From an optimization exercise on the open Yosys and OpenROAD flow, aimed at small area, a short achievable clock period and few clock cycles; shortcuts taken in it are not production practice. In this exercise RTL edits were held to simulation tests only and were not proved equivalent to the original.

==> flow/design.v <==
module hilo_muldiv (
  input  logic        clk,
  input  logic        rst_n,
  input  logic [3:0]  mul_func,
  input  logic [31:0] in_a,
  input  logic [31:0] in_b,
  output logic [31:0] hi,
  output logic [31:0] lo,
  output logic        busy
);
  localparam logic [2:0] S_IDLE = 3'd0;
  localparam logic [2:0] S_MUL  = 3'd1;
  localparam logic [2:0] S_DABS = 3'd2;    
  localparam logic [2:0] S_DALN = 3'd3;    
  localparam logic [2:0] S_DIV  = 3'd4;    
  localparam logic [2:0] S_DFIX = 3'd5;    
  logic [2:0]  state;
  logic [4:0]  cnt;
  logic [32:0] opa;       
  logic [32:0] opb;       
  logic [3:0]  e_one;     
  logic [3:0]  e_two;     
  logic [3:0]  e_ng;      
  logic        msub;      
  logic        mub;       
  logic        xen;       
  logic        xfix;      
  logic        mlast;     
  logic [1:0]  pend;      
  logic        dsgn;
  logic        neg_q;
  logic        neg_r;
  logic        wen_h;     
  logic        wen_l;     
  logic dec_mul, dec_div, dec_sgn, dec_acc, dec_sub;
  always_comb begin
    dec_mul = 1'b0; dec_div = 1'b0; dec_sgn = 1'b0; dec_acc = 1'b0; dec_sub = 1'b0;
    case (mul_func)
      4'd1:  begin dec_mul = 1'b1; dec_sgn = 1'b1; end
      4'd2:  begin dec_mul = 1'b1; end
      4'd3:  begin dec_div = 1'b1; dec_sgn = 1'b1; end
      4'd4:  begin dec_div = 1'b1; end
      4'd7:  begin dec_mul = 1'b1; dec_sgn = 1'b1; dec_acc = 1'b1; end
      4'd8:  begin dec_mul = 1'b1; dec_acc = 1'b1; end
      4'd9:  begin dec_mul = 1'b1; dec_sgn = 1'b1; dec_acc = 1'b1; dec_sub = 1'b1; end
      4'd10: begin dec_mul = 1'b1; dec_acc = 1'b1; dec_sub = 1'b1; end
      default: ;
    endcase
  end
  function automatic logic [2:0] booth(input logic [2:0] b, input logic sub);
    booth = {b[2] ^ sub,
             (b[2] & ~b[1] & ~b[0]) | (~b[2] & b[1] & b[0]),
             b[1] ^ b[0]};
  endfunction
  localparam logic [49:0] KROW = 50'd0 - (50'd1 << 33) - (50'd1 << 35) - (50'd1 << 37)
                                 - (50'd1 << 39) - (50'd1 << 40) - (50'd1 << 41);
  localparam logic [16:0] KHI0 = 17'(KROW >> 33) + 17'd1;    
  localparam logic [16:0] KHI1 = 17'(KROW >> 33);            
  logic [49:0] r0, r1, r2, r3, r4, r5;
  logic [47:0] win;
  logic [49:0] msum;
  always_comb begin
    logic [33:0] pp [0:3];
    logic [32:0] xr;
    win[47:32] = wen_l ? lo[15:0] : 16'd0;
    win[31:0]  = wen_h ? hi : 32'd0;
    for (int i = 0; i < 4; i++) begin
      pp[i] = ((e_one[i] ? {opa[32], opa} : 34'd0) | (e_two[i] ? {opa, 1'b0} : 34'd0))
              ^ {34{e_ng[i]}};
    end
    xr = xen ? (opa ^ {33{msub}}) : 33'd0;
    r0 = {2'd0, win};
    r1 = {(pp[0][33] ? KHI1 : KHI0), pp[0][32:0]};
    r2 = 50'({~pp[1][33], pp[1][32:0], 1'b0, e_ng[0]});
    r2[41:40] = {~pend[1], pend[0]};
    r3 = 50'({~pp[2][33], pp[2][32:0], 1'b0, e_ng[1], 2'd0});
    r4 = 50'({~pp[3][33], pp[3][32:0], 1'b0, e_ng[2], 4'd0});
    r5 = 50'({~xr[32], xr[31:0], 1'b0, e_ng[3], 6'd0});
    r5[16] = xr[8] | xfix;
  end
  logic [49:0] s1, c1, s2, c2, s3, c3, s4, c4;
  always_comb begin
    s1 = r0 ^ r1 ^ r2;
    c1 = ((r0 & r1) | (r0 & r2) | (r1 & r2)) << 1;
    s2 = r3 ^ r4 ^ r5;
    c2 = ((r3 & r4) | (r3 & r5) | (r4 & r5)) << 1;
    s3 = s1 ^ c1 ^ s2;
    c3 = ((s1 & c1) | (s1 & s2) | (c1 & s2)) << 1;
    s4 = s3 ^ c3 ^ c2;
    c4 = ((s3 & c3) | (s3 & c2) | (c3 & c2)) << 1;
    msum = s4 + c4;
  end
  function automatic logic [5:0] clz32(input logic [31:0] x);
    logic [15:0] y16;
    logic [7:0]  y8;
    logic [3:0]  y4;
    logic [1:0]  y2;
    logic v16, v8, v4, v2, v1;
    v16 = |x[31:16];  y16 = v16 ? x[31:16] : x[15:0];
    v8  = |y16[15:8]; y8  = v8 ? y16[15:8] : y16[7:0];
    v4  = |y8[7:4];   y4  = v4 ? y8[7:4] : y8[3:0];
    v2  = |y4[3:2];   y2  = v2 ? y4[3:2] : y4[1:0];
    v1  = y2[1];
    clz32 = (x == 32'd0) ? 6'd32 : {1'b0, ~v16, ~v8, ~v4, ~v2, ~v1};
  endfunction
  logic        sa, sb;
  logic        ngl;
  logic [31:0] negl;            
  logic [6:0]  dsh;             
  logic [31:0] dali;            
  always_comb begin
    sa    = dsgn & lo[31];
    sb    = dsgn & opa[31];
    ngl   = (state == S_DABS) ? sa : neg_q;
    negl  = (lo ^ {32{ngl}}) + {31'd0, ngl};
    dsh   = 7'(clz32(opa[31:0])) - 7'(clz32(hi));
    dali  = opa[31:0] << dsh[4:0];
  end
  logic [2:0] state_n;
  logic       div_last;
  logic       qbit;
  always_comb begin
    div_last = (cnt == 5'd0);
    qbit     = ~msum[49];
    state_n  = state;
    case (state)
      S_IDLE: begin
        if (dec_mul) state_n = S_MUL;
        if (dec_div) state_n = S_DABS;
      end
      S_MUL:  if (mlast) state_n = S_IDLE;
      S_DABS: state_n = (opa[31:0] == 32'd0) ? S_IDLE : S_DALN;
      S_DALN: state_n = dsh[6] ? S_IDLE : S_DIV;
      S_DIV:  if (div_last) state_n = (neg_q | neg_r) ? S_DFIX : S_IDLE;
      default: state_n = S_IDLE;
    endcase
  end
  always_ff @(posedge clk or negedge rst_n) begin
    if (!rst_n) begin
      state <= S_IDLE;
      hi    <= 32'd0;
      lo    <= 32'd0;
      busy  <= 1'b0;
      wen_h <= 1'b0;
      wen_l <= 1'b0;
    end else begin
      state <= state_n;
      busy  <= (state_n != S_IDLE);
      wen_h <= (state_n == S_MUL) || (state_n == S_DIV);
      wen_l <= (state_n == S_MUL);
      case (state)
        S_IDLE: begin
          if (mul_func == 4'd5) hi <= in_a;
          if (mul_func == 4'd6 || dec_div) lo <= in_a;
          if (dec_mul) begin
            hi <= dec_acc ? lo : 32'd0;
            lo <= dec_acc ? hi : 32'd0;
          end
        end
        S_MUL: begin
          hi <= {msum[39:32], msum[31:8]};
          lo <= {msum[7:0], lo[31:16], (mlast ? lo[15:8] : msum[47:40])};
        end
        S_DABS: begin
          if (opa[31:0] == 32'd0) begin
            hi <= lo;
            lo <= 32'hFFFF_FFFF;
          end else begin
            hi <= negl;
          end
        end
        S_DALN: begin
          if (dsh[6]) hi <= lo;
          lo <= 32'd0;
        end
        S_DIV: begin
          if (qbit) hi <= msum[31:0];
          lo <= {lo[30:0], qbit};
        end
        S_DFIX: begin
          if (neg_r) hi <= msum[31:0];
          lo <= negl;
        end
        default: ;
      endcase
    end
  end
  always_ff @(posedge clk) begin
    xen  <= 1'b0;
    xfix <= 1'b0;
    case (state)
      S_IDLE: begin
        pend  <= 2'd0;
        mub   <= ~dec_sgn & in_b[31];
        dsgn  <= dec_sgn;
        cnt   <= 5'd3;
        mlast <= 1'b0;
        if (dec_mul) begin
          opa  <= {dec_sgn & in_a[31], in_a};
          opb  <= {in_b, 1'b0};
          msub <= dec_sub;
          for (int i = 0; i < 4; i++)
            {e_ng[i], e_two[i], e_one[i]} <= booth((i == 0) ? {in_b[1:0], 1'b0} : in_b[2*i+1 -: 3], dec_sub);
        end else begin
          opa   <= {dec_sgn & in_b[31], in_b};
          opb   <= 33'd0;
          msub  <= 1'b1;
          e_one <= 4'b0001;
          e_two <= 4'b0000;
          e_ng  <= {3'b000, dec_sgn & in_b[31]};
        end
      end
      S_MUL: begin
        opb   <= {8'd0, opb[32:8]};
        pend  <= msum[49:48];
        cnt   <= cnt - 5'd1;
        mlast <= (cnt[1:0] == 2'd1);
        xen   <= mub & (cnt[1:0] == 2'd1);
        xfix  <= mub & msub & (cnt[1:0] == 2'd2);
        for (int i = 0; i < 4; i++)
          {e_ng[i], e_two[i], e_one[i]} <= booth(opb[2*i+10 -: 3], msub);
      end
      S_DABS: begin
        opa   <= msum[32:0];
        e_ng  <= 4'b0001;
        neg_q <= sa ^ sb;
        neg_r <= sa;
      end
      S_DALN: begin
        opa <= {1'b0, dali};
        cnt <= dsh[4:0];
      end
      S_DIV: begin
        if (!div_last)  opa <= {1'b0, opa[32:1]};
        else if (qbit)  opa <= msum[32:0];
        else            opa <= {1'b0, hi};
        cnt <= cnt - 5'd1;
      end
      default: ;
    endcase
  end
endmodule
==> flow/run.sh <==
#!/bin/bash
# synth_recipe.tcl (not shown) runs the flow's synth.tcl, then flattens the netlist and writes it again
# the make line also repeats each setting of config.mk as NAME=value (left out here)
make -C /OpenROAD-flow-scripts/flow DESIGN_CONFIG=/design/flow/config.mk WORK_HOME=/design/flow/orfs CLKGATE_MAP_FILE= SYNTH_SCRIPT=/design/flow/synth_recipe.tcl finish
==> flow/config.mk <==
export PLATFORM = sky130hd
export DESIGN_NAME = hilo_muldiv
export DESIGN_NICKNAME = hilo_muldiv
export VERILOG_FILES = /design/flow/design.v
export SDC_FILE = /design/flow/constraint.sdc
export NUM_CORES = 4
export LEC_CHECK = 0
export CAP_MARGIN = 20
export CORE_MARGIN = 2
export CORE_UTILIZATION = 40
export SETUP_SLACK_MARGIN = 5
export SLEW_MARGIN = 20
==> flow/constraint.sdc <==
create_clock -name core_clock -period 12.0 [get_ports {clk}]
set_input_delay 2.4000 -clock core_clock [delete_from_list [all_inputs] [get_ports {clk}]]
set_output_delay 2.4000 -clock core_clock [all_outputs]
set_load 0.01 [all_outputs]
==> impl_metrics.csv, run 1 <==
group,metric,value,unit
final_layout,fin_cells,3718,
logic_synthesis,syn_nets,3258,
timing,hold_viol,0,
grt,antenna_found_initial,12,
floorplanning,start_util,40.6,%
logic_synthesis,avgSynthCellArea,7.96,um2
floorplanning,die_w,247,um
logic_synthesis,yosys_most_used_dff,"edfxtp_1",
logic_synthesis,synthCells,2961,
grt,grt_util_met1,50.6,%
final_layout,drive_above_1_share,7.39,%
timing,whs,0.517,ns
logic_synthesis,netlist_area,23600,um2
clock_network,numCtsBuffers,17,
logic_synthesis,seq_area_frac_synth,18.2,%
grt,grt_pass1_vias,23800,
clock_network,clkLatencyLatePin,0.47,ns
detailed_routing,vias,25300,
critical_path,crit_path_max_incr_delay,1.03,ns
final_layout,final_area,26400,um2
critical_path,crit_chain,"or4_1, or3b_1, o31a_1, o41ai_4, nor2_1, a211oi_1, o221ai_1, o21ai_0, ha_1, inv_1, fa_4, buf_8, mux4_2, mux2i_1, mux2i_1, a21oi_1, o21ai_0, a221o_1",
critical_path,startpoint,"opa[24]",
timing,rsz0062_at_grt,"false",
logic_synthesis,synth_top_area_share,11.6,%
hold_path,min_from,"opb[22]",
logic_synthesis,yosysTopAreaCell,"fa_1",
timing,setup_ws,5.07,ns
logic_synthesis,synth_edf_count,83,
logic_synthesis,synth_seq_cells,155,
critical_path,cp-start-kind,"flop",
final_layout,n_fill_cell,5788,
status,status,"finished clean",
clock_network,cts_tree,"built",
detailed_routing,vias_per_cell,6.81,
grt,grt_use_met2,53.5,%
detailed_routing,ant_nets,0,
critical_path,end_kind,"flop",
floorplanning,die_area,60900,um2
hold_path,min_path_type,"flop to flop",
detailed_routing,dr.pass1.iters,10,
detailed_routing,drt_iter0_drc,3397,
final_layout,nets,3235,
logic_synthesis,synth.area.top_cells,"fa_1 12%, edfxtp_1 11%, dfrtp_1 7.4%",
grt,grt_busiest_layer,"met2",
timing,tightestPinTransition,1.26,ns
timing,finalCriticalPeriod,6.93,ns
placement,place_inst,3653,
critical_path,crit_slowest_cell,"fa_4",
floorplanning,die_h,247,um
logic_synthesis,synthArstFlopShare,45.2,%
job,maxCapViolations,0,
placement,hpwlAfterDp,84500,um
placement,pre_cts_ws,4.72,ns
detailed_routing,wirelength,117000,um
timing,slew-limit-headroom,15.1,%
final_layout,syn_to_final_growth,12.1,%
timing,slew_viol_final,0,
grt,grt_pass1_wl,168000,um
clock_network,ctsRootBufferMaster,"clkbuf_16",
critical_path,r2r_start,"opa[24]",
placement,gp_congestion,0.994,
grt,grt.total_usage,37.6,%
placement,io_buffer_count,134,
critical_path,cp.arrival,7.14,ns
clock_network,clockBufferDepth,2,
grt,met3_usage,10.3,%
clock_network,clock-sinks,155,
critical_path,required,12.21,ns
placement,place_area,25500,um2
timing,skew,0.0151,ns
logic_synthesis,yosys.cell_types.count,86,
detailed_routing,wire_per_inst,31.4,um
final_layout,fin_util,45.5,%
grt,grt_max_degree,71,
critical_path,crit_fanout,14,
floorplanning,core,58000,um2
floorplanning,rows,88,
clock_network,cts_htree_levels,4,
clock_network,clk_pin_slew_worst_paths,0.07,ns
logic_synthesis,ys_warn_count,2,
critical_path,critical_path_class,"flop to flop",
detailed_routing,drc,0,
timing,tns,0,ns
timing,finalSetupViolations,0,
timing,max_freq,144,MHz
grt,overflow,0,
timing,period_share,57.7,%
floorplanning,io_pins,135,
path summary, 6_finish.rpt:
path	to	slack, ns	depth (start not counted)
max	opa[25]	5.07	18
min	opb[14]	0.52	2
max reg2reg	opa[25]	5.07	18
min reg2reg	opb[14]	0.52	2
max in group asynchronous	state[0]	9.44	1
min in group asynchronous	lo[19]	1.95	1
cell usage after synthesis (all sizes together) (22+ instances only):
library cell  number
and2              50
clkbuf           236
xor2             133
o21ai            141
nor2             159
a221oi            82
nor3              35
a31oi             23
fa               137
a211oi            32
a21o              25
a221o             25
o31ai             36
nand3             71
o221ai            22
mux2i             75
inv              214
dfrtp             70
edfxtp            83
a21oi            240
buf               47
xnor2            145
ha                90
nand2            343
a22oi            138
cells by family after synthesis:
group	after synthesis	share of synthesized area (%)
adders and majority gates	227	16.4
and+or+nand+nor	787	15.5
AOI/OAI and AO/OA	914	26.4
buffers and inverters	498	8.01
xor gates and xnor gates	278	10.4
DFF	155	18.2
muxes	102	5.21
cell type report:
cell class	instances	area, um2	share of cell area (%)
multi-input combinational	2308	17600	66.6
sequential	155	4290	16.2
timing repair buffer	241	2190	8.27
tap	765	957	3.62
inverter	215	808	3.06
clock buffer	18	429	1.62
clock inverter	14	146	0.554
antenna	2	5.00	0.0189
cell usage in the layout, fill, tap and decap left out, types with 80 or more instances in the layout:
cell             count
nand2_1            341
a21oi_1            237
inv_1              211
nor2_1             152
xnor2_1            140
a22oi_1            138
fa_1               136
o21ai_0            135
clkdlybuf4s50_1    133
xor2_1             129
buf_4              104
ha_1                90
edfxtp_1            83
a221oi_1            80
registers in the layout, indices dropped and copies added, names as in the netlist, 4 cells and up:
register	flops
hi	32
e_two	4
e_one	4
lo	32
e_ng	4
opb	25
opa	33
cnt	5
repair_timing:
item,in CTS,in global routing
gates resized for setup,4,8
pin swaps,1,2
setup endpoints to repair,27,57
hold buffers,0,0
buffers inserted,0,30
routing by layer:
layer / routed length [um] / up-vias
met5: 70 / -
met3: 14900 / 418
li1: - / 10600
met2: 48000 / 1968
met4: 8760 / 10
met1: 45200 / 12300
critical path, delay by kind of cell, from the launching register on:
kind / cells / cell delay [ns]
adder cells (fa/ha/maj): 2 / 1.21
AO/OA/AOI/OAI: 8 / 2.34
AND/OR/NAND/NOR: 3 / 1.31
buffers and inverters: 2 / 0.29
multiplexers: 3 / 0.86
flip-flops: 1 / 0.65
Testbench counts, summed over its fixed seeds: cycles 44,373.
==> run 2: changes to the inputs <==
--- a/flow/config.mk
+++ b/flow/config.mk
@@ -5,6 +5,7 @@
 export SDC_FILE = /design/flow/constraint.sdc
 export NUM_CORES = 4
 export LEC_CHECK = 0
+export ABC_AREA = 1
 export CAP_MARGIN = 20
 export CORE_MARGIN = 2
 export CORE_UTILIZATION = 40
==> impl_metrics.csv, run 2 <==
group,metric,value,unit
status,status,"finished clean",
timing,tns,0,ns
critical_path,rr_worst_depth,28,
final_layout,multi_input_area,17600,um2
grt,grt_pass1_vias,26300,
final_layout,syn_to_final_growth,10.9,%
floorplanning,core,61500,um2
timing,hold_viol,0,
logic_synthesis,yosysTopAreaCell,"nand2_1",
timing,tightestPinTransition,1.23,ns
detailed_routing,dr.pass1.iters,7,
floorplanning,die_w,253,um
timing,skew,0.0209,ns
logic_synthesis,synth_top_area_share,17.2,%
hold_path,min_path_type,"flop to flop",
critical_path,cp-start-kind,"flop",
final_layout,fin_cells,4746,
logic_synthesis,synth_commonest_cells,"1133 x nand2_1, 558 x inv_1, 324 x nor2_1, 295 x nand3_1, 210 x o21ai_0",
critical_path,required,12.20,ns
clock_network,cts_tree,"built",
placement,hpwlAfterDp,97500,um
critical_path,r2r_start,"opa[29]",
floorplanning,die_area,63900,um2
logic_synthesis,avgSynthCellArea,6.32,um2
timing,whs,0.532,ns
placement,place_inst,4696,
final_layout,reg.largest.list,"opa (33), hi (32), lo (32)",
grt,antenna_found_initial,9,
logic_synthesis,synth.area.top_cells,"nand2_1 17%, fa_1 11%, edfxtp_1 10%",
detailed_routing,vias_per_cell,5.97,
floorplanning,start_util,40.3,%
final_layout,nets,4238,
clock_network,ctsRootBufferMaster,"clkbuf_16",
logic_synthesis,ys_warn_count,2,
clock_network,clkLatencyLatePin,0.48,ns
timing,rsz0062_at_grt,"false",
logic_synthesis,synthCells,3921,
critical_path,crit_path_max_incr_delay,0.68,ns
logic_synthesis,seq_area_frac_synth,17.3,%
critical_path,crit_slowest_cell,"clkinvlp_2",
final_layout,final_cell_mix,"1131 x nand2_1, 553 x inv_1, 318 x nor2_1",
grt,grt_pass1_wl,182000,um
timing,slew_viol_final,0,
placement,gp_congestion,1.04,
detailed_routing,wirelength,128000,um
final_layout,regArea,4280,um2
clock_network,cts_hold_buf,0,
timing,finalSetupViolations,0,
timing,slew-limit-headroom,17.8,%
timing,finalCriticalPeriod,6.63,ns
clock_network,clk_pin_slew_worst_paths,0.08,ns
floorplanning,io_pins,135,
final_layout,n_fill_cell,6616,
floorplanning,die_h,253,um
final_layout,largest_register_ffs,33,
final_layout,drive_above_1_share,4.05,%
detailed_routing,wire_per_inst,26.9,um
detailed_routing,ant_nets,0,
grt,grt.total_usage,39.3,%
logic_synthesis,syn_nets,4218,
critical_path,reg2reg_setup_slack,5.37,ns
floorplanning,rows,91,
final_layout,largest_register,"opa",
critical_path,worst_path_most_repeated_cell,"nand2_1",
clock_network,clock-sinks,155,
logic_synthesis,synth_seq_cells,155,
placement,io_buffer_count,134,
clock_network,cts_htree_levels,4,
clock_network,clockBufferDepth,2,
final_layout,mostFrequentLayoutCell,"nand2_1",
logic_synthesis,synthArstFlopShare,45.2,%
critical_path,r2r-end,"opa[17]",
detailed_routing,drt_iter0_drc,3847,
critical_path,critical_path_class,"flop to flop",
logic_synthesis,yosys.cell_types.count,53,
timing,max_freq,151,MHz
critical_path,crit_path_end,"opa[17]",
logic_synthesis,yosysMostFrequentCell,"nand2_1",
timing,period_share,55.2,%
grt,overflow,0,
clock_network,numCtsBuffers,17,
logic_synthesis,netlist_area,24800,um2
critical_path,end_kind,"flop",
detailed_routing,vias,28300,
job,maxCapViolations,0,
critical_path,crit_fanout,25,
critical_path,cp.arrival,6.83,ns
grt,grt_max_degree,65,
detailed_routing,drc,0,
logic_synthesis,synth_edf_count,83,
critical_path,startpoint,"opa[29]",
logic_synthesis,yosys_most_used_dff,"edfxtp_1",
## run 2: cell types whose count changed in the layout (fill, tap and decap cells not counted), moves of 50 or more
cell and delta:
o22ai_1 +113, a22oi_1 -137, o21ai_0 +74, nand3_1 +223, xnor2_1 -133, nand2_1 +790
inv_1 +342, a221oi_1 -50, mux2i_1 -59, nor2_1 +166
## run 2: final cells by class
type | instances | share of cell area [%]
Tap cell | 790 | 3.60
Antenna cell | 2 | 0.0182
Clock inverter | 14 | 0.474
Timing Repair Buffer | 205 | 6.83
Sequential cell | 155 | 15.6
Timing Repair inverter | 2 | 0.0455
Multi-Input combinational cell | 2986 | 64.0
Inverter | 574 | 7.93
Clock buffer | 18 | 1.56
## run 2: logic make-up after synthesis
kind of cell / count (synthesis) / share of synthesized area [%]
AO/OA/AOI/OAI: 725 / 17.4
XOR/XNOR: 187 / 6.88
adder cells (fa/ha/maj): 227 / 15.6
buffers and inverters: 780 / 12.1
flip-flops: 155 / 17.3
multiplexers: 15 / 0.606
AND/OR/NAND/NOR: 1832 / 30.1
## run 2: worst min-delay path by stage
stage / startpoint / endpoint / cells after the start
after floorplan: mub / xen / 2
final: opb[26] / opb[18] / 2
after CTS: opb[29] / opb[21] / 2
after global placement: opb[25] / opb[17] / 2
after global routing: opb[19] / opb[11] / 1
after detailed placement: opb[25] / opb[17] / 2
## run 2: metal layers
| layer | part of all wire, % | wire, um | global-route usage [%] |
|---|---|---|---|
| met3 | 12 | 15200 | 8.96 |
| met1 | 38 | 49000 | 50.9 |
| met4 | 7.6 | 9680 | 25.7 |
| met2 | 42 | 53900 | 58.6 |
| met5 | 0.053 | 68 | 0 |
## run 2: timing repair
action	in CTS	in global routing
setup buffers	0	14
gates resized for setup	0	9
setup endpoints to repair	0	55
## run 2: per-stage QoR
stage               utilization [%]  cell area [um2]  setup WS [ns]
finish                         44.7            27500           5.37
global route                   44.7            27500           5.03
CTS                            44.4            27300           5.35
detailed placement             43.5            26700           5.29
global placement               43.5            26700           5.33
floorplan                         -            24800           7.29
## run 2: worst max-delay path, delay by kind of cell (launching register included)
family | cells | cell delay, ns
compound gates | 3 | 0.56
fa+ha+maj | 2 | 0.73
buf+inv | 5 | 1.57
flops | 1 | 0.47
mux | 1 | 0.46
simple gates | 17 | 2.52
==> run 3: changes to the inputs <==
--- a/flow/design.v
+++ b/flow/design.v
@@ -130,7 +130,7 @@
       end
       S_MUL:  if (mlast) state_n = S_IDLE;
       S_DABS: state_n = (opa[31:0] == 32'd0) ? S_IDLE : S_DALN;
-      S_DALN: state_n = dsh[6] ? S_IDLE : S_DIV;
+      S_DALN: state_n = msum[49] ? S_IDLE : S_DIV;    
       S_DIV:  if (div_last) state_n = (neg_q | neg_r) ? S_DFIX : S_IDLE;
       default: state_n = S_IDLE;
     endcase
@@ -146,7 +146,7 @@
     end else begin
       state <= state_n;
       busy  <= (state_n != S_IDLE);
-      wen_h <= (state_n == S_MUL) || (state_n == S_DIV);
+      wen_h <= (state_n == S_MUL) || (state_n == S_DIV) || (state_n == S_DALN);
       wen_l <= (state_n == S_MUL);
       case (state)
         S_IDLE: begin
@@ -170,7 +170,7 @@
           end
         end
         S_DALN: begin
-          if (dsh[6]) hi <= lo;
+          if (msum[49]) hi <= lo;
           lo <= 32'd0;
         end
         S_DIV: begin
==> flow/flow/run.sh (new file) <==
#!/bin/bash
sed -i '/SETUP_SLACK_MARGIN/d' config.mk
echo "export SETUP_SLACK_MARGIN = 6.5" >> config.mk
bash standard.sh > standard.log 2>&1
==> flow/standard.sh (new file) <==
#!/bin/bash
# synth_recipe.tcl (not shown) runs the flow's synth.tcl, then flattens the netlist and writes it again
# the make line also repeats each setting of config.mk as NAME=value (left out here)
make -C /OpenROAD-flow-scripts/flow DESIGN_CONFIG=/design/flow/config.mk WORK_HOME=/design/flow/orfs CLKGATE_MAP_FILE= SYNTH_SCRIPT=/design/flow/synth_recipe.tcl "${@:-finish}"
--- a/flow/config.mk
+++ b/flow/config.mk
@@ -5,9 +5,8 @@
 export SDC_FILE = /design/flow/constraint.sdc
 export NUM_CORES = 4
 export LEC_CHECK = 0
-export ABC_AREA = 1
 export CAP_MARGIN = 20
 export CORE_MARGIN = 2
 export CORE_UTILIZATION = 40
-export SETUP_SLACK_MARGIN = 5
 export SLEW_MARGIN = 20
+export SETUP_SLACK_MARGIN = 6.5
removed: flow/run.sh
==> impl_metrics.csv, run 3 <==
group,metric,value,unit
critical_path,rr_worst_depth,21,
logic_synthesis,yosys_most_used_dff,"edfxtp_1",
clock_network,clock-sinks,155,
placement,hpwlAfterDp,82000,um
critical_path,critical_path_class,"flop to flop",
logic_synthesis,yosysTopAreaCell,"fa_1",
timing,slew-limit-headroom,19.8,%
placement,pre_cts_ws,4.81,ns
detailed_routing,vias,26800,
placement,place_inst,3655,
logic_synthesis,avgSynthCellArea,8.03,um2
logic_synthesis,yosys.cell_types.count,102,
placement,place_area,25600,um2
final_layout,final_area,30400,um2
placement,io_buffer_count,134,
clock_network,ctsRootBufferMaster,"clkbuf_16",
detailed_routing,drt_iter0_drc,3987,
logic_synthesis,synth_edf_count,83,
timing,period_share,48.6,%
grt,overflow,0,
critical_path,cp-start-kind,"flop",
final_layout,drive_above_1_share,21.6,%
grt,grt_pass1_wl,174000,um
grt,grt.total_usage,39.1,%
final_layout,largest_register,"opa",
critical_path,crit_fanout,7,
timing,skew,0.0170,ns
job,maxCapViolations,0,
logic_synthesis,seq_area_frac_synth,18.0,%
placement,gp_congestion,1.01,
floorplanning,io_pins,135,
final_layout,fin_cells,3933,
final_layout,largest_register_ffs,33,
detailed_routing,wire_per_inst,31.5,um
hold_path,holdPathStages,2,
clock_network,clk_pin_slew_worst_paths,0.07,ns
logic_synthesis,netlist_area,23800,um2
floorplanning,die_h,248,um
floorplanning,start_util,40.3,%
timing,finalCriticalPeriod,5.83,ns
detailed_routing,dr.pass1.iters,12,
grt,antenna_found_initial,6,
grt,grt_pass1_vias,25000,
timing,setup_ws,6.17,ns
logic_synthesis,syn_nets,3253,
timing,rsz0062_at_grt,"true",
floorplanning,die_area,61400,um2
clock_network,cts_tree,"built",
critical_path,cp.arrival,6.03,ns
grt,grt_max_degree,71,
status,status,"finished clean",
logic_synthesis,yosysMostFrequentCell,"nand2_1",
logic_synthesis,synthCells,2958,
logic_synthesis,synth_commonest_cells,"343 x nand2_1, 240 x a21oi_1, 212 x inv_1, 210 x clkbuf_1, 166 x o21ai_0",
hold_path,min_path_type,"flop to flop",
timing,hold_viol,0,
logic_synthesis,ys_warn_count,2,
timing,finalSetupViolations,0,
clock_network,numCtsBuffers,17,
logic_synthesis,synth_top_area_share,11.5,%
floorplanning,core,58900,um2
floorplanning,rows,89,
final_layout,reg.largest.list,"opa (33), hi (32), lo (32)",
detailed_routing,drc,0,
logic_synthesis,synthArstFlopShare,45.2,%
timing,slew_viol_final,0,
logic_synthesis,synth.area.top_cells,"fa_1 12%, edfxtp_1 10%, dfrtp_1 7.4%",
clock_network,clockBufferDepth,2,
clock_network,clkLatencyLatePin,0.47,ns
detailed_routing,vias_per_cell,6.81,
final_layout,syn_to_final_growth,28.0,%
critical_path,required,12.20,ns
final_layout,nets,3434,
timing,max_freq,172,MHz
timing,tightestPinTransition,1.20,ns
critical_path,reg2reg_setup_slack,6.17,ns
critical_path,end_kind,"flop",
detailed_routing,ant_nets,0,
timing,tns,0,ns
final_layout,final_cell_mix,"334 x nand2_1, 232 x buf_4, 214 x a21oi_1",
logic_synthesis,synth_seq_cells,155,
floorplanning,die_w,248,um
final_layout,mostFrequentLayoutCell,"nand2_1",
detailed_routing,wirelength,124000,um
clock_network,cts_htree_levels,4,
## run 3: cell families (layout without fill, tap and decap cells)
| family | count (synthesis) | in the layout | share of synthesized area (%) |
|---|---|---|---|
| AOI/OAI and AO/OA | 891 | 892 | 25.1 |
| and+or+nand+nor | 784 | 785 | 15.5 |
| buffers and inverters | 497 | 689 | 8.39 |
| xor gates and xnor gates | 273 | 273 | 10.2 |
| adders and majority gates | 225 | 225 | 16.2 |
| DFF | 155 | 155 | 18.0 |
| muxes | 133 | 133 | 6.62 |
| other | 0 | 8 | 0 |
## run 3: critical path, stage by stage (launching register included)
cell and delay (ns):
dfrtp_1 0.62, or4_1 0.67, nor3_2 0.31, o21ai_4 0.12, nor2_1 0.12, a2111o_1 0.21
a2111oi_4 0.08, buf_4 0.17, a21o_1 0.16, a21oi_2 0.16, ha_2 0.19, inv_2 0.05
fa_2 0.70, clkbuf_16 0.20, buf_4 0.11, mux4_2 0.52, mux2i_2 0.30, nand2_1 0.10
o211ai_1 0.19, o21ai_1 0.20, a221oi_2 0.27, o31ai_1 0.11
## run 3: final cells by class
class                           instances  area, um2
Fill cell                            5436      28500
Clock buffer                           23        458
Antenna cell                            8       20.0
Inverter                              214        808
Tap cell                              773        967
Multi-Input combinational cell       2308      19300
Clock inverter                          9       73.8
Sequential cell                       155       4300
Timing Repair Buffer                  443       4520
## run 3: layer usage
layer / share of wire, % / GRT usage, % / up-vias
li1: - / - / 10900
met1: 37 / 50.9 / 13000
met2: 40 / 53.7 / 2291
met3: 15 / 13.9 / 551
met4: 8.7 / 27.0 / 2
met5: 0.011 / 0 / -
## run 3: path summary, 6_finish.rpt
kind	from	endpoint
hold reg to reg	opb[24]	opb[16]
hold / removal	opb[24]	opb[16]
min in group asynchronous	rst_n	lo[21]
setup reg to reg	hi[11]	opa[24]
max in group asynchronous	rst_n	hi[28]
setup / recovery	hi[11]	opa[24]
## run 3: repair_timing
item                                    in CTS  in global routing
cloned                                      10                  9
endpoints found under the setup margin      78                 80
resized for setup                          222                200
pin swaps                                   75                 89
hold buffers                                 0                  0
setup buffers                              168                 50
## run 3: through the flow
stage	hold WS, ns	utilization (%)
floorplan	0.449	-
global placement	0.489	43.4
detailed placement	0.494	43.4
CTS	0.507	49.1
global route	0.525	51.6
finish	0.510	51.6
Testbench counts of run 3, summed over its fixed seeds: cycles 44,331.
==> run 4: changes to the inputs <==
--- a/flow/design.v
+++ b/flow/design.v
@@ -13,7 +13,8 @@
   localparam logic [2:0] S_DABS = 3'd2;    
   localparam logic [2:0] S_DALN = 3'd3;    
   localparam logic [2:0] S_DIV  = 3'd4;    
-  localparam logic [2:0] S_DFIX = 3'd5;    
+  localparam logic [2:0] S_DEND = 3'd5;    
+  localparam logic [2:0] S_DFIX = 3'd6;    
   logic [2:0]  state;
   logic [4:0]  cnt;
   logic [32:0] opa;       
@@ -32,6 +33,7 @@
   logic        neg_r;
   logic        wen_h;     
   logic        wen_l;     
+  logic        rsgn;      
   logic dec_mul, dec_div, dec_sgn, dec_acc, dec_sub;
   always_comb begin
     dec_mul = 1'b0; dec_div = 1'b0; dec_sgn = 1'b0; dec_acc = 1'b0; dec_sub = 1'b0;
@@ -62,14 +64,14 @@
   always_comb begin
     logic [33:0] pp [0:3];
     logic [32:0] xr;
-    win[47:32] = wen_l ? lo[15:0] : 16'd0;
+    win[47:32] = wen_l ? lo[15:0] : {16{rsgn}};
     win[31:0]  = wen_h ? hi : 32'd0;
     for (int i = 0; i < 4; i++) begin
       pp[i] = ((e_one[i] ? {opa[32], opa} : 34'd0) | (e_two[i] ? {opa, 1'b0} : 34'd0))
               ^ {34{e_ng[i]}};
     end
     xr = xen ? (opa ^ {33{msub}}) : 33'd0;
-    r0 = {2'd0, win};
+    r0 = {{2{rsgn}}, win};
     r1 = {(pp[0][33] ? KHI1 : KHI0), pp[0][32:0]};
     r2 = 50'({~pp[1][33], pp[1][32:0], 1'b0, e_ng[0]});
     r2[41:40] = {~pend[1], pend[0]};
@@ -121,7 +123,7 @@
   logic       qbit;
   always_comb begin
     div_last = (cnt == 5'd0);
-    qbit     = ~msum[49];
+    qbit     = ~msum[49];    
     state_n  = state;
     case (state)
       S_IDLE: begin
@@ -130,8 +132,9 @@
       end
       S_MUL:  if (mlast) state_n = S_IDLE;
       S_DABS: state_n = (opa[31:0] == 32'd0) ? S_IDLE : S_DALN;
-      S_DALN: state_n = msum[49] ? S_IDLE : S_DIV;    
-      S_DIV:  if (div_last) state_n = (neg_q | neg_r) ? S_DFIX : S_IDLE;
+      S_DALN: state_n = dsh[6] ? S_IDLE : S_DIV;
+      S_DIV:  if (div_last) state_n = (!qbit || neg_q || neg_r) ? S_DEND : S_IDLE;
+      S_DEND: state_n = (neg_q | neg_r) ? S_DFIX : S_IDLE;
       default: state_n = S_IDLE;
     endcase
   end
@@ -146,7 +149,7 @@
     end else begin
       state <= state_n;
       busy  <= (state_n != S_IDLE);
-      wen_h <= (state_n == S_MUL) || (state_n == S_DIV) || (state_n == S_DALN);
+      wen_h <= (state_n == S_MUL) || (state_n == S_DIV) || (state_n == S_DEND);
       wen_l <= (state_n == S_MUL);
       case (state)
         S_IDLE: begin
@@ -170,12 +173,15 @@
           end
         end
         S_DALN: begin
-          if (msum[49]) hi <= lo;
+          if (dsh[6]) hi <= lo;
           lo <= 32'd0;
         end
         S_DIV: begin
-          if (qbit) hi <= msum[31:0];
+          hi <= msum[31:0];
           lo <= {lo[30:0], qbit};
+        end
+        S_DEND: begin
+          hi <= msum[31:0];
         end
         S_DFIX: begin
           if (neg_r) hi <= msum[31:0];
@@ -188,6 +194,7 @@
   always_ff @(posedge clk) begin
     xen  <= 1'b0;
     xfix <= 1'b0;
+    rsgn <= 1'b0;
     case (state)
       S_IDLE: begin
         pend  <= 2'd0;
@@ -231,10 +238,16 @@
         cnt <= dsh[4:0];
       end
       S_DIV: begin
-        if (!div_last)  opa <= {1'b0, opa[32:1]};
-        else if (qbit)  opa <= msum[32:0];
-        else            opa <= {1'b0, hi};
-        cnt <= cnt - 5'd1;
+        if (!div_last) opa <= {1'b0, opa[32:1]};
+        rsgn     <= msum[49];
+        e_ng[0]  <= qbit & ~div_last;
+        e_one[0] <= qbit ? ~div_last : 1'b1;
+        cnt      <= cnt - 5'd1;
+      end
+      S_DEND: begin
+        opa      <= msum[32:0];
+        e_one[0] <= 1'b1;
+        e_ng[0]  <= 1'b1;
       end
       default: ;
     endcase
==> impl_metrics.csv, run 4 <==
group,metric,value,unit
status,status,"finished clean",
timing,hold_viol,0,
final_layout,fin_cells,3774,
critical_path,end_kind,"flop",
clock_network,cts_htree_levels,4,
final_layout,reg.largest.list,"opa (33), hi (32), lo (32)",
timing,finalSetupViolations,0,
grt,grt_max_degree,71,
final_layout,mostFrequentLayoutCell,"nand2_1",
grt,overflow,0,
clock_network,cts_hold_buf,0,
detailed_routing,wl_met2,47700,um
critical_path,cp.arrival,5.69,ns
floorplanning,die_w,245,um
floorplanning,die_area,59900,um2
detailed_routing,ant_nets,0,
critical_path,startpoint,"hi[15]",
placement,io_buffer_count,134,
logic_synthesis,synth_top_family_by_area,"compound AO/OA/AOI/OAI gates",
placement,hpwlAfterDp,82100,um
grt,grt_pass1_wl,165000,um
logic_synthesis,yosysMostFrequentCell,"nand2_1",
logic_synthesis,synth.area.top_cells,"fa_1 12%, edfxtp_1 11%, dfrtp_1 7.6%",
clock_network,numCtsBuffers,17,
timing,slew_viol_final,0,
logic_synthesis,synth_compound_area_share,26.9,%
clock_network,clock-sinks,156,
grt,antenna_found_initial,9,
final_layout,largest_register,"opa",
logic_synthesis,ys_warn_count,2,
floorplanning,core,57500,um2
critical_path,reg2reg_setup_slack,6.49,ns
job,maxCapViolations,0,
critical_path,rr_worst_depth,18,
critical_path,critical_path_class,"flop to flop",
detailed_routing,wirelength,115000,um
critical_path,crit_path_end,"opa[13]",
detailed_routing,drt_iter0_drc,3757,
logic_synthesis,synth_top_area_share,11.9,%
clock_network,clk_pin_slew_worst_paths,0.08,ns
logic_synthesis,yosysTopAreaCell,"fa_1",
critical_path,r2r_start,"hi[15]",
critical_path,r2r-end,"opa[13]",
hold_path,min_path_type,"flop to flop",
placement,place_inst,3616,
timing,rsz0062_at_grt,"true",
timing,tns,0,ns
logic_synthesis,seq_area_frac_synth,18.6,%
detailed_routing,wl_met1,43800,um
timing,skew,0.0192,ns
logic_synthesis,netlist_area,23200,um2
detailed_routing,wl_met3,14000,um
detailed_routing,drc,0,
logic_synthesis,synthXorXnorAreaFrac,10.1,%
clock_network,clockBufferDepth,2,
timing,slew-limit-headroom,21.7,%
detailed_routing,vias_per_cell,6.65,
timing,period_share,45.9,%
logic_synthesis,syn_nets,3220,
clock_network,cts_tree,"built",
final_layout,drive_above_1_share,13.6,%
logic_synthesis,yosys_most_used_dff,"edfxtp_1",
final_layout,largest_register_ffs,33,
detailed_routing,vias,25100,
critical_path,crit_fanout,36,
logic_synthesis,yosys.cell_types.count,87,
floorplanning,die_h,245,um
logic_synthesis,avgSynthCellArea,7.93,um2
logic_synthesis,post_synth_mux_area_share,4.21,%
detailed_routing,wire_per_inst,30.4,um
logic_synthesis,synthCells,2922,
critical_path,required,12.18,ns
timing,max_freq,182,MHz
final_layout,syn_to_final_growth,20.4,%
placement,gp_congestion,1.03,
grt,grt.total_usage,37.4,%
grt,grt_pass1_vias,23900,
timing,tightestPinTransition,1.17,ns
logic_synthesis,synth_seq_cells,156,
clock_network,clkLatencyLatePin,0.48,ns
logic_synthesis,synth_edf_count,83,
clock_network,ctsRootBufferMaster,"clkbuf_16",
floorplanning,rows,88,
logic_synthesis,synth_fa_ha_area_share,16.8,%
detailed_routing,dr.pass1.iters,10,
detailed_routing,routed.top_layer,"met5",
final_layout,nets,3291,
floorplanning,io_pins,135,
logic_synthesis,synth_commonest_cells,"326 x nand2_1, 233 x clkbuf_1, 221 x a21oi_1, 212 x inv_1, 177 x nor2_1",
timing,finalCriticalPeriod,5.51,ns
floorplanning,start_util,40.3,%
logic_synthesis,synthArstFlopShare,44.9,%
critical_path,cp-start-kind,"flop",
logic_synthesis,yosys.area_share.simple,15.4,%
final_layout,final_cell_mix,"323 x nand2_1, 211 x inv_1, 207 x a21oi_1",
[run 4: cell types whose count changed in the layout (fill, tap and decap cells not counted), moves of 14 or more]
cell      delta
buf_4       -75
nor2_1      +32
a22oi_1     +25
ha_1        +19
ha_4        -18
a211oi_1    +17
a22oi_2     -16
mux2i_2     -16
o21ai_1     -16
mux2_4      -14
[run 4: worst max-delay path, stage by stage, from the launching register on]
cell,delay [ns]
dfrtp_1,0.64
nor4_2,0.45
and2_1,0.26
o21bai_4,0.13
o221a_2,0.31
a211oi_1,0.45
nand2_1,0.11
o211ai_1,0.13
a221oi_2,0.11
ha_1,0.22
inv_1,0.09
fa_1,0.43
buf_12,0.20
mux4_2,0.47
mux2i_1,0.26
mux2i_1,0.22
a221o_1,0.39
a21oi_1,0.22
a31oi_1,0.07
[run 4: repair_timing]
action / 4_1_cts / 5_1_grt
setup buffers: 86 / 33
endpoints found under the hold margin: 0 / 0
endpoints found under the setup margin: 82 / 72
resized for setup: 96 / 115
cloned: 0 / 2
pin swaps: 10 / 33
[run 4: area by class of cell]
| cell class | count | area (um2) |
|---|---|---|
| multi-input cells | 2275 | 18100 |
| flip-flops and latches | 156 | 4320 |
| fillers | 5609 | 29600 |
| clock inverters | 10 | 104 |
| repair buffers | 329 | 3170 |
| inverters | 214 | 807 |
| well taps | 765 | 957 |
| diodes | 3 | 7.51 |
| clock buffers | 22 | 485 |
[run 4: per-layer routing]
| layer | vias up | track usage (%) |
|---|---|---|
| met5 | - | 0 |
| met4 | 6 | 23.9 |
| met3 | 438 | 10.7 |
| met2 | 1805 | 54.5 |
| met1 | 12300 | 48.5 |
| li1 | 10600 | - |
[run 4: how the worst min path moves through the flow]
stage                     startpoint  depth (start not counted)  endpoint  slack (ns)
after floorplan                  mub                          1       xen        0.48
after global placement       opb[25]                          2   opb[17]        0.50
after detailed placement     opb[17]                          2    opb[9]        0.52
after CTS                    opb[17]                          2    opb[9]        0.54
after global routing         opb[27]                          2   opb[19]        0.55
final                        opb[27]                          2   opb[19]        0.53
[run 4: stage by stage]
step / util, % / cell area (um2) / hold WS, ns / setup WS (ns)
2_1_floorplan: - / 23200 / 0.478 / 6.54
3_3_place_gp: 43.6 / 25100 / 0.503 / 4.87
3_5_place_dp: 43.6 / 25100 / 0.519 / 5.04
4_1_cts: 46.8 / 26900 / 0.536 / 6.43
5_1_grt: 48.5 / 27900 / 0.550 / 6.36
6_report: 48.5 / 27900 / 0.532 / 6.49
[run 4: cell families (layout without fill, tap and decap cells)]
| kind of cell | count (synthesis) | count (layout) |
|---|---|---|
| AOI/OAI and AO/OA | 920 | 920 |
| and+or+nand+nor | 776 | 777 |
| buffers and inverters | 492 | 575 |
| xor gates and xnor gates | 266 | 266 |
| adders and majority gates | 228 | 228 |
| DFF | 156 | 156 |
| muxes | 84 | 84 |
| other | 0 | 3 |
Testbench counts of run 4, summed over its fixed seeds: cycles 45,183.
==> run 5: changes to the inputs <==
--- a/flow/design.v
+++ b/flow/design.v
@@ -110,6 +110,7 @@
   logic [31:0] negl;            
   logic [6:0]  dsh;             
   logic [31:0] dali;            
+  logic        bzero;           
   always_comb begin
     sa    = dsgn & lo[31];
     sb    = dsgn & opa[31];
@@ -117,6 +118,7 @@
     negl  = (lo ^ {32{ngl}}) + {31'd0, ngl};
     dsh   = 7'(clz32(opa[31:0])) - 7'(clz32(hi));
     dali  = opa[31:0] << dsh[4:0];
+    bzero = (opa[31:0] == 32'd0);
   end
   logic [2:0] state_n;
   logic       div_last;
@@ -128,11 +130,11 @@
     case (state)
       S_IDLE: begin
         if (dec_mul) state_n = S_MUL;
-        if (dec_div) state_n = S_DABS;
+        if (dec_div) state_n = (dec_sgn & (in_a[31] | in_b[31])) ? S_DABS : S_DALN;
       end
       S_MUL:  if (mlast) state_n = S_IDLE;
-      S_DABS: state_n = (opa[31:0] == 32'd0) ? S_IDLE : S_DALN;
-      S_DALN: state_n = dsh[6] ? S_IDLE : S_DIV;
+      S_DABS: state_n = S_DALN;
+      S_DALN: state_n = (dsh[6] || bzero) ? S_IDLE : S_DIV;
       S_DIV:  if (div_last) state_n = (!qbit || neg_q || neg_r) ? S_DEND : S_IDLE;
       S_DEND: state_n = (neg_q | neg_r) ? S_DFIX : S_IDLE;
       default: state_n = S_IDLE;
@@ -153,7 +155,7 @@
       wen_l <= (state_n == S_MUL);
       case (state)
         S_IDLE: begin
-          if (mul_func == 4'd5) hi <= in_a;
+          if (mul_func == 4'd5 || dec_div) hi <= in_a;
           if (mul_func == 4'd6 || dec_div) lo <= in_a;
           if (dec_mul) begin
             hi <= dec_acc ? lo : 32'd0;
@@ -165,16 +167,11 @@
           lo <= {msum[7:0], lo[31:16], (mlast ? lo[15:8] : msum[47:40])};
         end
         S_DABS: begin
-          if (opa[31:0] == 32'd0) begin
-            hi <= lo;
-            lo <= 32'hFFFF_FFFF;
-          end else begin
-            hi <= negl;
-          end
+          hi <= negl;
         end
         S_DALN: begin
-          if (dsh[6]) hi <= lo;
-          lo <= 32'd0;
+          if (dsh[6] || bzero) hi <= lo;
+          lo <= {32{bzero}};
         end
         S_DIV: begin
           hi <= msum[31:0];
@@ -214,7 +211,9 @@
           msub  <= 1'b1;
           e_one <= 4'b0001;
           e_two <= 4'b0000;
-          e_ng  <= {3'b000, dec_sgn & in_b[31]};
+          e_ng  <= {3'b000, ~(dec_sgn & in_a[31]) | in_b[31]};
+          neg_q <= 1'b0;
+          neg_r <= 1'b0;
         end
       end
       S_MUL: begin
==> impl_metrics.csv, run 5 <==
group,metric,value,unit
status,status,"finished clean",
final_layout,reg.largest.list,"opa (33), hi (32), lo (32)",
critical_path,cp-start-kind,"flop",
timing,finalSetupViolations,0,
clock_network,numCtsBuffers,17,
clock_network,clock-sinks,156,
critical_path,crit_path_max_incr_delay,0.55,ns
detailed_routing,drc,0,
detailed_routing,wirelength,120000,um
timing,skew,0.0192,ns
floorplanning,die_area,60400,um2
critical_path,required,12.30,ns
clock_network,cts_htree_levels,4,
job,maxCapViolations,0,
critical_path,cp.arrival,5.81,ns
floorplanning,die_w,246,um
logic_synthesis,yosys.cell_types.count,89,
clock_network,cts_tree,"built",
timing,slew_viol_final,0,
logic_synthesis,synth_seq_cells,156,
logic_synthesis,synthCells,2938,
floorplanning,core,57700,um2
detailed_routing,drt_iter0_drc,3749,
hold_path,min_path_type,"flop to flop",
final_layout,final_cell_mix,"327 x nand2_1, 215 x a21oi_1, 205 x inv_1",
logic_synthesis,yosys_most_used_dff,"edfxtp_1",
floorplanning,rows,88,
final_layout,syn_to_final_growth,24.1,%
final_layout,drive_above_1_share,17.2,%
detailed_routing,vias,26200,
timing,max_freq,181,MHz
clock_network,ctsRootBufferMaster,"clkbuf_16",
critical_path,crit_chain,"buf_8, a22oi_2, xnor2_1, fa_1, inv_1, fa_1, fa_1, inv_1, ha_4, nor2b_1, o31a_1, nor3b_2, o21ai_2, buf_6, a31oi_4, a21oi_2, xor2_1, buf_6, a21o_1, a211oi_4",
detailed_routing,ant_nets,0,
logic_synthesis,syn_nets,3236,
final_layout,largest_register_ffs,33,
grt,grt_busiest_layer,"met2",
logic_synthesis,netlist_area,23400,um2
logic_synthesis,synth.area.top_cells,"fa_1 12%, edfxtp_1 11%, dfrtp_1 7.5%",
grt,grt_pass1_vias,24400,
grt,met3_usage,10.1,%
detailed_routing,vias_per_cell,6.80,
grt,grt_max_degree,76,
detailed_routing,wire_per_inst,31.2,um
timing,hold_viol,0,
critical_path,worst_path_most_repeated_cell,"fa_1",
grt,grt_util_met1,50.5,%
final_layout,fin_util,50.3,%
floorplanning,start_util,40.5,%
grt,grt_pass1_wl,170000,um
clock_network,clk_pin_slew_worst_paths,0.08,ns
timing,slew-limit-headroom,11.3,%
logic_synthesis,yosysMostFrequentCell,"nand2_1",
critical_path,crit_slowest_cell,"fa_1",
clock_network,clkLatencyLatePin,0.47,ns
logic_synthesis,seq_area_frac_synth,18.4,%
logic_synthesis,synth_top_area_share,11.8,%
timing,finalCriticalPeriod,5.51,ns
timing,period_share,45.9,%
grt,grt_use_met2,56.5,%
clock_network,clockBufferDepth,2,
final_layout,nets,3358,
placement,io_buffer_count,134,
placement,hpwlAfterDp,84000,um
logic_synthesis,synth_edf_count,83,
grt,overflow,0,
logic_synthesis,synth_commonest_cells,"329 x nand2_1, 237 x a21oi_1, 230 x clkbuf_1, 207 x inv_1, 172 x nor2_1",
timing,rsz0062_at_grt,"true",
detailed_routing,dr.pass1.iters,7,
logic_synthesis,avgSynthCellArea,7.95,um2
grt,grt.total_usage,38.4,%
grt,antenna_found_initial,7,
placement,gp_congestion,1.02,
final_layout,n_fill_cell,5472,
critical_path,crit_fanout,33,
final_layout,largest_register,"opa",
floorplanning,io_pins,135,
logic_synthesis,yosysTopAreaCell,"fa_1",
critical_path,critical_path_class,"flop to flop",
logic_synthesis,synthArstFlopShare,44.9,%
timing,tns,0,ns
critical_path,end_kind,"flop",
critical_path,critPathTopFamily,"adder cells",
timing,tightestPinTransition,1.33,ns
logic_synthesis,ys_warn_count,2,
final_layout,mostFrequentLayoutCell,"nand2_1",
floorplanning,die_h,246,um
critical_path,path_buf_inv,5,
[run 5: cell count changes after synthesis, sizes merged, moves of 8 or more]
cell / delta
o221ai: -9
a221o: +14
nand3: +8
or3: +8
a21oi: +16
o22ai: -11
[run 5: repair_timing]
action,in CTS,in global routing
pin swaps,11,80
endpoints found under the setup margin,83,82
buffers inserted,102,55
cloned,1,5
gates resized for setup,91,220
hold buffers,0,0
[run 5: cells by family after synthesis]
kind of cell / count (synthesis) / share of synthesized area, %
AO/OA/AOI/OAI: 924 / 26.7
XOR/XNOR: 262 / 9.82
adder cells (fa/ha/maj): 228 / 16.6
buffers and inverters: 486 / 7.86
flip-flops: 156 / 18.4
multiplexers: 93 / 4.92
AND/OR/NAND/NOR: 789 / 15.7
[run 5: per-layer routing]
metal,routed length [um],up-vias
li1,-,10800
met1,45200,12800
met2,51200,2032
met3,14500,503
met4,9050,8
met5,54,-
[run 5: through the flow]
stage                     std cells  hold WS (ns)  setup slack, ns  cell area (um2)
final                          3849         0.504             6.49            29000
after detailed placement       3642         0.493             5.28            25400
after global placement         3642         0.490             5.31            25400
after floorplan                2938         0.449             6.55            23400
after global routing           3838         0.530             6.37            29000
after CTS                      3777         0.514             6.37            27300
[run 5: final timing paths]
kind,startpoint,cells past startpoint,slack [ns],end
setup / recovery,e_two[0],20,6.49,wen_l
hold / removal,opb[24],2,0.50,opb[16]
setup reg to reg,e_two[0],20,6.49,wen_l
hold reg to reg,opb[24],2,0.50,opb[16]
max in group asynchronous,rst_n,2,9.46,wen_l
min in group asynchronous,rst_n,1,1.86,lo[16]
[run 5: layout make-up]
class                      instances  area, um2  area share (%)
multi-input combinational       2296      18500            63.9
sequential                       156       4330            14.9
timing repair buffer             381       3770            13.0
tap                              765        957            3.30
inverter                         208        781            2.69
clock buffer                      17        425            1.47
clock inverter                    15        174           0.600
antenna                           11       27.5          0.0949
[run 5: worst register-to-register path: cells and delay by family (launching register included)]
family                   cells  cell delay, ns
buffers and inverters        5            0.65
AND/OR/NAND/NOR              2            0.42
XOR/XNOR                     2            0.28
AO/OA/AOI/OAI                7            1.76
adder cells (fa/ha/maj)      4            1.84
flip-flops                   1            0.40
Testbench counts of run 5, summed over its fixed seeds: cycles 43,887.
==> run 6: changes to the inputs <==
--- a/flow/design.v
+++ b/flow/design.v
@@ -15,6 +15,7 @@
   localparam logic [2:0] S_DIV  = 3'd4;    
   localparam logic [2:0] S_DEND = 3'd5;    
   localparam logic [2:0] S_DFIX = 3'd6;    
+  localparam logic [2:0] S_MXA  = 3'd7;    
   logic [2:0]  state;
   logic [4:0]  cnt;
   logic [32:0] opa;       
@@ -24,9 +25,8 @@
   logic [3:0]  e_ng;      
   logic        msub;      
   logic        mub;       
-  logic        xen;       
-  logic        xfix;      
   logic        mlast;     
+  logic        mshort;    
   logic [1:0]  pend;      
   logic        dsgn;
   logic        neg_q;
@@ -55,7 +55,7 @@
              b[1] ^ b[0]};
   endfunction
   localparam logic [49:0] KROW = 50'd0 - (50'd1 << 33) - (50'd1 << 35) - (50'd1 << 37)
-                                 - (50'd1 << 39) - (50'd1 << 40) - (50'd1 << 41);
+                                 - (50'd1 << 39) - (50'd1 << 41);
   localparam logic [16:0] KHI0 = 17'(KROW >> 33) + 17'd1;    
   localparam logic [16:0] KHI1 = 17'(KROW >> 33);            
   logic [49:0] r0, r1, r2, r3, r4, r5;
@@ -63,22 +63,19 @@
   logic [49:0] msum;
   always_comb begin
     logic [33:0] pp [0:3];
-    logic [32:0] xr;
     win[47:32] = wen_l ? lo[15:0] : {16{rsgn}};
     win[31:0]  = wen_h ? hi : 32'd0;
     for (int i = 0; i < 4; i++) begin
       pp[i] = ((e_one[i] ? {opa[32], opa} : 34'd0) | (e_two[i] ? {opa, 1'b0} : 34'd0))
               ^ {34{e_ng[i]}};
     end
-    xr = xen ? (opa ^ {33{msub}}) : 33'd0;
     r0 = {{2{rsgn}}, win};
     r1 = {(pp[0][33] ? KHI1 : KHI0), pp[0][32:0]};
     r2 = 50'({~pp[1][33], pp[1][32:0], 1'b0, e_ng[0]});
     r2[41:40] = {~pend[1], pend[0]};
     r3 = 50'({~pp[2][33], pp[2][32:0], 1'b0, e_ng[1], 2'd0});
     r4 = 50'({~pp[3][33], pp[3][32:0], 1'b0, e_ng[2], 4'd0});
-    r5 = 50'({~xr[32], xr[31:0], 1'b0, e_ng[3], 6'd0});
-    r5[16] = xr[8] | xfix;
+    r5 = 50'({e_ng[3], 6'd0});
   end
   logic [49:0] s1, c1, s2, c2, s3, c3, s4, c4;
   always_comb begin
@@ -132,11 +129,12 @@
         if (dec_mul) state_n = S_MUL;
         if (dec_div) state_n = (dec_sgn & (in_a[31] | in_b[31])) ? S_DABS : S_DALN;
       end
-      S_MUL:  if (mlast) state_n = S_IDLE;
+      S_MUL:  if (mlast) state_n = mub ? S_MXA : S_IDLE;
+      S_MXA:  state_n = S_IDLE;
       S_DABS: state_n = S_DALN;
       S_DALN: state_n = (dsh[6] || bzero) ? S_IDLE : S_DIV;
-      S_DIV:  if (div_last) state_n = (!qbit || neg_q || neg_r) ? S_DEND : S_IDLE;
-      S_DEND: state_n = (neg_q | neg_r) ? S_DFIX : S_IDLE;
+      S_DIV:  if (div_last) state_n = (!qbit || neg_r) ? S_DEND : (neg_q ? S_DFIX : S_IDLE);
+      S_DEND: state_n = neg_r ? S_DFIX : S_IDLE;
       default: state_n = S_IDLE;
     endcase
   end
@@ -151,7 +149,8 @@
     end else begin
       state <= state_n;
       busy  <= (state_n != S_IDLE);
-      wen_h <= (state_n == S_MUL) || (state_n == S_DIV) || (state_n == S_DEND);
+      wen_h <= (state_n == S_MUL) || (state_n == S_DIV) || (state_n == S_DEND) ||
+               (state_n == S_MXA);
       wen_l <= (state_n == S_MUL);
       case (state)
         S_IDLE: begin
@@ -163,8 +162,16 @@
           end
         end
         S_MUL: begin
-          hi <= {msum[39:32], msum[31:8]};
-          lo <= {msum[7:0], lo[31:16], (mlast ? lo[15:8] : msum[47:40])};
+          if (mlast & mshort) begin
+            hi <= msum[47:16];
+            lo <= {msum[15:0], lo[31:16]};
+          end else begin
+            hi <= {msum[39:32], msum[31:8]};
+            lo <= {msum[7:0], lo[31:16], (mlast ? lo[15:8] : msum[47:40])};
+          end
+        end
+        S_MXA: begin
+          hi <= msum[31:0];
         end
         S_DABS: begin
           hi <= negl;
@@ -179,6 +186,7 @@
         end
         S_DEND: begin
           hi <= msum[31:0];
+          if (!neg_r) lo <= negl;    
         end
         S_DFIX: begin
           if (neg_r) hi <= msum[31:0];
@@ -189,16 +197,15 @@
     end
   end
   always_ff @(posedge clk) begin
-    xen  <= 1'b0;
-    xfix <= 1'b0;
     rsgn <= 1'b0;
     case (state)
       S_IDLE: begin
         pend  <= 2'd0;
         mub   <= ~dec_sgn & in_b[31];
         dsgn  <= dec_sgn;
-        cnt   <= 5'd3;
-        mlast <= 1'b0;
+        mshort <= dec_sgn ? ((&in_b[31:23]) | ~(|in_b[31:23])) : ~(|in_b[31:23]);
+        cnt    <= (dec_sgn ? ((&in_b[31:23]) | ~(|in_b[31:23])) : ~(|in_b[31:23])) ? 5'd2 : 5'd3;
+        mlast  <= 1'b0;
         if (dec_mul) begin
           opa  <= {dec_sgn & in_a[31], in_a};
           opb  <= {in_b, 1'b0};
@@ -221,10 +228,13 @@
         pend  <= msum[49:48];
         cnt   <= cnt - 5'd1;
         mlast <= (cnt[1:0] == 2'd1);
-        xen   <= mub & (cnt[1:0] == 2'd1);
-        xfix  <= mub & msub & (cnt[1:0] == 2'd2);
         for (int i = 0; i < 4; i++)
           {e_ng[i], e_two[i], e_one[i]} <= booth(opb[2*i+10 -: 3], msub);
+        if (mlast) begin
+          e_one <= 4'b0001;
+          e_two <= 4'b0000;
+          e_ng  <= {3'b000, msub};
+        end
       end
       S_DABS: begin
         opa   <= msum[32:0];
==> impl_metrics.csv, run 6 <==
group,metric,value,unit
timing,tns,0,ns
final_layout,largest_register,"opa",
placement,hpwlAfterDp,89200,um
timing,period_share,46.9,%
logic_synthesis,yosysMostFrequentCell,"nand2_1",
timing,finalSetupViolations,0,
critical_path,required,12.19,ns
final_layout,multi_input_area,18300,um2
critical_path,path_buf_inv,7,
critical_path,critPathTopFamily,"compound AO/OA/AOI/OAI gates",
critical_path,crit_slowest_cell,"fa_2",
grt,antenna_found_initial,6,
timing,hold_viol,0,
logic_synthesis,synth_commonest_cells,"339 x nand2_1, 290 x a21oi_1, 239 x inv_1, 234 x clkbuf_1, 195 x xnor2_1",
placement,gp_congestion,1.03,
floorplanning,rows,87,
floorplanning,io_pins,135,
clock_network,clkLatencyLatePin,0.49,ns
grt,met3_usage,10.6,%
logic_synthesis,synthArstFlopShare,45.2,%
critical_path,end_kind,"flop",
logic_synthesis,synthCells,2979,
logic_synthesis,syn_nets,3270,
critical_path,crit_fanout,10,
detailed_routing,vias,26400,
final_layout,fin_util,51.0,%
status,status,"finished clean",
logic_synthesis,netlist_area,22900,um2
floorplanning,start_util,40.5,%
detailed_routing,drc,0,
final_layout,largest_register_ffs,33,
logic_synthesis,seq_area_frac_synth,18.8,%
critical_path,cp.arrival,5.82,ns
timing,whs,0.529,ns
clock_network,cts_tree,"built",
grt,grt_max_degree,61,
timing,skew,0.0154,ns
grt,grt_pass1_vias,24900,
final_layout,mostFrequentLayoutCell,"nand2_1",
clock_network,cts_hold_buf,0,
grt,grt.total_usage,41.1,%
critical_path,worst_path_most_repeated_cell,"buf_4",
clock_network,cts_htree_levels,4,
timing,slew_viol_final,0,
grt,grt_util_met1,53.0,%
final_layout,reg.largest.list,"opa (33), hi (32), lo (32)",
clock_network,clockBufferDepth,2,
final_layout,regArea,4310,um2
timing,rsz0062_at_grt,"true",
logic_synthesis,avgSynthCellArea,7.68,um2
hold_path,min_path_type,"flop to flop",
floorplanning,die_w,243,um
final_layout,nets,3412,
grt,grt_use_met2,60.5,%
detailed_routing,vias_per_cell,6.78,
logic_synthesis,yosys.cell_types.count,80,
logic_synthesis,synth_edf_count,84,
critical_path,crit_chain,"buf_6, buf_4, or4_1, nor3_4, o21ai_4, buf_4, a41o_1, nand3_2, o211ai_1, o2111ai_2, ha_2, inv_1, fa_2, buf_12, buf_16, buf_4, mux4_2, a211oi_1, a211oi_1, a21oi_2, o221ai_1",
logic_synthesis,synth_seq_cells,155,
timing,finalCriticalPeriod,5.62,ns
logic_synthesis,yosysTopAreaCell,"edfxtp_1",
critical_path,critical_path_class,"flop to flop",
floorplanning,die_area,59100,um2
detailed_routing,wirelength,126000,um
timing,tightestPinTransition,1.20,ns
grt,overflow,0,
logic_synthesis,synth_top_area_share,11.0,%
## run 6: cell count changes in the layout (fill, tap and decap cells not counted), moves of 30 or more
cell     before  now
xor2_1      115   25
xnor2_1     120  169
inv_1       205  236
buf_4       176  223
a21oi_1     215  260
fa_1        137  102
buf_6        41   11
## run 6: layout make-up
| class | count | share of cell area, % |
|---|---|---|
| clock inverter | 15 | 0.720 |
| timing repair buffer | 395 | 13.0 |
| antenna | 1 | 0.00868 |
| sequential | 155 | 15.0 |
| clock buffer | 17 | 1.48 |
| tap | 756 | 3.28 |
| inverter | 241 | 3.15 |
| multi-input combinational | 2311 | 63.5 |
## run 6: worst reg2reg max path, stage by stage, from the launching register on
cell and delay [ns]:
edfxtp_1 0.49, buf_6 0.19, buf_4 0.15, or4_1 0.45, nor3_4 0.28, o21ai_4 0.12
buf_4 0.17, a41o_1 0.22, nand3_2 0.11, o211ai_1 0.15, o2111ai_2 0.26, ha_2 0.22
inv_1 0.07, fa_2 0.63, buf_12 0.14, buf_16 0.15, buf_4 0.15, mux4_2 0.53
a211oi_1 0.39, a211oi_1 0.14, a21oi_2 0.20, o221ai_1 0.14
## run 6: final timing paths
check                             start       to  slack [ns]  depth (start not counted)
worst max-delay path            opa[13]  opa[26]        6.38                         21
worst min-delay path            opb[30]  opb[22]        0.53                          2
worst max register to register  opa[13]  opa[26]        6.38                         21
max in group asynchronous         rst_n   hi[29]        8.90                          2
worst min register to register  opb[30]  opb[22]        0.53                          2
min in group asynchronous         rst_n   lo[25]        1.80                          1
## run 6: kinds of logic (layout without fill, tap and decap cells)
group	after synthesis	count (layout)	synth area share, %
muxes	90	90	4.27
buffers and inverters	513	668	8.53
xor gates and xnor gates	231	231	8.85
adders and majority gates	222	222	15.6
AOI/OAI and AO/OA	987	987	28.4
DFF	155	155	18.8
other	0	1	0
and+or+nand+nor	781	781	15.6
## run 6: per-stage QoR
| stage | cell area [um2] | setup WS, ns | cells |
|---|---|---|---|
| 3_5_place_dp | 24800 | 4.42 | 3675 |
| 3_3_place_gp | 24800 | 4.31 | 3675 |
| 4_1_cts | 27300 | 6.38 | 3820 |
| 2_1_floorplan | 22900 | 6.51 | 2979 |
| 5_1_grt | 28800 | 6.26 | 3890 |
| 6_report | 28800 | 6.38 | 3891 |
## run 6: timing repair
item                       4_1_cts  5_1_grt
pin swaps                       36       73
resized for setup              188      195
setup endpoints to repair       91       85
buffers inserted               107       66
cloned                           6        2
## run 6: layer usage
metal	share of wire, %	wire, um	up-vias
li1	-	-	10900
met1	37	47200	12900
met2	42	52600	2109
met3	12	15700	459
met4	8.4	10700	2
met5	0.0087	11	-
Testbench counts of run 6, summed over its fixed seeds: cycles 40,195.

## what the ideal ports hide
The flow's constraints put no driver on any port. The routed layouts listed below were extracted and timed again, unchanged, in two steps. Step 1 sets driving cells, clkbuf_16 on the clock port and buf_2 on the other inputs (assumed; they add their load-dependent delay and slew). Step 2 adds t to the input delays and takes it off the output delays; t is the mean of the earliest and latest rising clock arrival at the registers after step 1. Input paths then give back, and output paths get back, about the clock's delay inside the block. a / b / c = no drivers / after step 1 / after step 2; a / b = the first two.
| run | t (ns) | slack for setup (ns) | latest minus earliest clock arrival (ns) | pins driven straight from the clock port |
|---|---|---|---|---|
| run 1 | 0.520 | 5.073 / 5.073 / 5.073 | 0.015 / 0.015 | 1 |
| run 2 | 0.536 | 5.372 / 5.372 / 5.154 | 0.021 / 0.021 | 1 |
| run 3 | 0.518 | 6.174 / 6.174 / 6.075 | 0.017 / 0.017 | 1 |
| run 4 | 0.532 | 6.493 / 6.493 / 6.080 | 0.020 / 0.020 | 1 |
| run 5 | 0.518 | 6.488 / 6.488 / 6.033 | 0.019 / 0.019 | 1 |
| run 6 | 0.533 | 6.377 / 6.377 / 6.013 | 0.015 / 0.016 | 1 |
After both steps every run listed still meets setup and hold. For run 5, which loses most, drivers alone change the setup slack by 0.000 ns; drivers and shift together by -0.455 ns.
